Background: an optimization exercise with open tools, aiming at small area, a short achievable clock period and few clock cycles per item. Do not read the settings as production practice.
The RTL was checked by simulation tests, not by an equivalence proof against the original design.
Power and IR drop assume default switching activity.

==> run a: inputs <==
// sliding_window_arq_control
module sliding_window_arq_control (
	input  logic        clk,
	input  logic        arst_n,
	input  logic        s_tvalid,
	output logic        s_tready,
	input  logic [47:0] s_tdata,    
	input  logic [1:0]  s_tuser,    
	output logic        m_tvalid,
	input  logic        m_tready,
	output logic [79:0] m_tdata,    
	output logic [2:0]  m_tuser,    
	output logic        m_tlast,
	input  logic        cfg_valid,
	output logic        cfg_ready,
	input  logic [1:0]  cfg_index,
	input  logic [30:0] cfg_data
);
export LEC_CHECK = 0
export ABC_CLOCK_PERIOD_IN_PS = 3500
export CAP_MARGIN = 20
export CORE_MARGIN = 2
export CORE_UTILIZATION = 50
export CTS_BUF_LIST = sky130_fd_sc_hd__clkbuf_8
export CTS_CLUSTER_DIAMETER = 56
export CTS_CLUSTER_SIZE = 12
export SLEW_MARGIN = 20
export TNS_END_PERCENT = 5
create_clock -name core_clock -period 10.0 [get_ports {clk}]
standard.sh (not shown) runs the stock make flow with config.mk's settings and CLKGATE_MAP_FILE= SYNTH_SCRIPT=/design/flow/synth_recipe.tcl, a recipe that flattens the netlist after the stock synthesis.
==> flow/flow/run.sh <==
#!/bin/bash
# Standard layout with two changes to how it is made:
# - timing repair aims below the clock period (repair works until setup
#   slack reaches the margin, so it keeps shortening paths the 10 ns
#   constraint alone would leave as they are);
# - the port buffers are plain buf_4 cells, not the delay cells the default
#   port buffering picks.
set -euo pipefail
export SETUP_SLACK_MARGIN=6.5
export BUFFER_PORTS_ARGS="-buffer_cell sky130_fd_sc_hd__buf_4"
bash standard.sh > make.log 2>&1
==> inputs of run b, as changes to run a <==
--- a/flow/design.v
+++ b/flow/design.v
@@ -239,15 +239,15 @@
 				w_last = 1'b0;
 			end
 		end
 	end
 	logic fire_nw;
 	assign fire_nw      = in_v_q && !blocked;
 	assign walk_start   = fire_nw && in_tick_q && cd_zero && !empty;
-	assign do_push_slot = in_v_q && in_data_q && !full && !in_zero_q;
+	assign do_push_slot = fire && in_data_q && !full && !in_zero_q;
 	assign do_piggy     = fire && in_recv_q && !in_ack_q && !in_hdr_q && !empty;
 	for (genvar g = 0; g < 8; g++) begin : g_cell
 		assign wr_en[g]  = do_push_slot && (tail_q == 3'(g));
 		assign ack_en[g] = wr_en[g] || piggy_q && (ptr_q == 3'(g));
 		swac_cell u_cell (
 			.clk     (clk),
 			.wr_en   (wr_en[g]),
@@ -395,20 +395,19 @@
 			 in_tick_q, in_recv_q, in_end_q, in_data_q} <= nx_flags;
 			in_len_q <= in2_v_q ? in2_opd_q[9:0] : s_len;
 			if (nx_flags[3]) begin
 				opd_q <= walk_start ? rd_seq : mark_q;
 			end else begin
 				opd_q <= nx_opd;
 			end
-		end
-		if (!in2_v_q) begin
+		end else if (take) begin
 			in2_flags_q <= s_flags;
 			in2_opd_q   <= s_ack ? s_opd : {22'd0, s_len};
 		end
-		if (!sec_v_q) begin
+		if (fire && in_recv_q && !in_ack_q) begin
 			sec_close_q <= in_hdr_q;
 			sec_len_q   <= in_hdr_q ? 10'd0 : deliv_len;
 		end
 		if (walk_start) begin
 			walk_q <= occ_q & hit;
 		end else if (walk_step) begin
 			walk_q <= walk_rest;
@@ -418,15 +417,15 @@
 		if (!arst_n) begin
 			out_v_q <= 1'b0;
 		end else if (room) begin
 			out_v_q <= push;
 		end
 	end
 	always_ff @(posedge clk) begin
-		if (room) begin
+		if (push) begin
 			out_q <= {w_last, w_slot, w_len, w_ack, w_seq, w_act};
 		end
 	end
 	assign m_tvalid  = out_v_q;
 	assign m_tuser   = out_q[2:0];
 	assign m_tdata   = {3'd0, out_q[79:3]};
 	assign m_tlast   = out_q[80];
- ABC_CLOCK_PERIOD_IN_PS: 3500 -> 2500
- CORE_UTILIZATION: 50 -> 60
- CTS_CLUSTER_DIAMETER: 56 -> default
- CTS_CLUSTER_SIZE: 12 -> default
==> results.py <==
metrics = {
    "run_status": {
        "outcome": "finished clean",
    },
    "global_routing": {
        "use_met2_pct": 54.18,
    },
    "synthesis": {
        "synth.distinct_cells": 90,
        "synth-compound-area-share_pct": 17.31,
        "synth_area_leaders": "edfxtp_1 48%, dfrtp_1 9.4%, mux2_2 4.5%",
    },
    "sta": {
        "fmax_mhz": 274.3,
    },
    "finish": {
        "seqCellArea_sq_um": 28520,
        "clockNetworkAreaShare_pct": 5.704,
        "buf_share_pct": 5.488,
    },
    "detailed_routing": {
        "drt-met1-wl_mm": 61.81,
    },
}
the above is filed under run b

==> results.py <==
metrics = {
    "pwr": {
        "netSwitchingPower_uw": 6817,
    },
    "synthesis": {
        "synth-compound-area-share_pct": 16.14,
        "synth_area_leaders": "edfxtp_1 48%, dfrtp_1 9.4%, mux2_2 3.9%",
    },
    "sta": {
        "fmax_mhz": 276.9,
    },
    "finish": {
        "clockNetworkAreaShare_pct": 4.089,
        "seqCellArea_sq_um": 28440,
    },
    "run_status": {
        "outcome": "finished clean",
    },
    "floorplan": {
        "core_region_area_sq_um": 96850,
        "core.rowCount": 114,
    },
    "detailed_routing": {
        "drt-met1-wl_mm": 64.28,
    },
}
the above is filed under run a

Testbench counts of run a, summed over its fixed seeds: cycles 5,355, items 4,800.
Testbench counts of run b, summed over its fixed seeds: cycles 5,355, items 4,800.

[what the ideal ports hide]
In the flow no input, the clock included, has a driving cell. The finished layouts below were timed again as built, in two steps.
Step 1, drivers: a clkbuf_16 drives clk and a buf_2 each remaining input, both assumed.
Step 2 also shifts input and output timing later by t, the mid clock arrival at the registers, as if the neighbouring blocks saw the same clock.
Three values: ideal ports, drivers, drivers and shift; two values: the first two.
run	t (ns)	setup slack, ns	hold WS [ns]	worst register clock-pin slew, ns	pins driven straight from the clock port
run a	0.845	6.389 / 6.416 / 5.571	0.460 / 0.460 / 0.460	0.09 / 0.09	1
run b	0.889	6.355 / 6.355 / 5.536	0.470 / 0.470 / 0.470	0.07 / 0.07	1
After both steps setup and hold are still met in every run listed. For run b, which loses most, drivers alone change the setup slack by 0.000 ns; drivers and shift together by -0.819 ns.
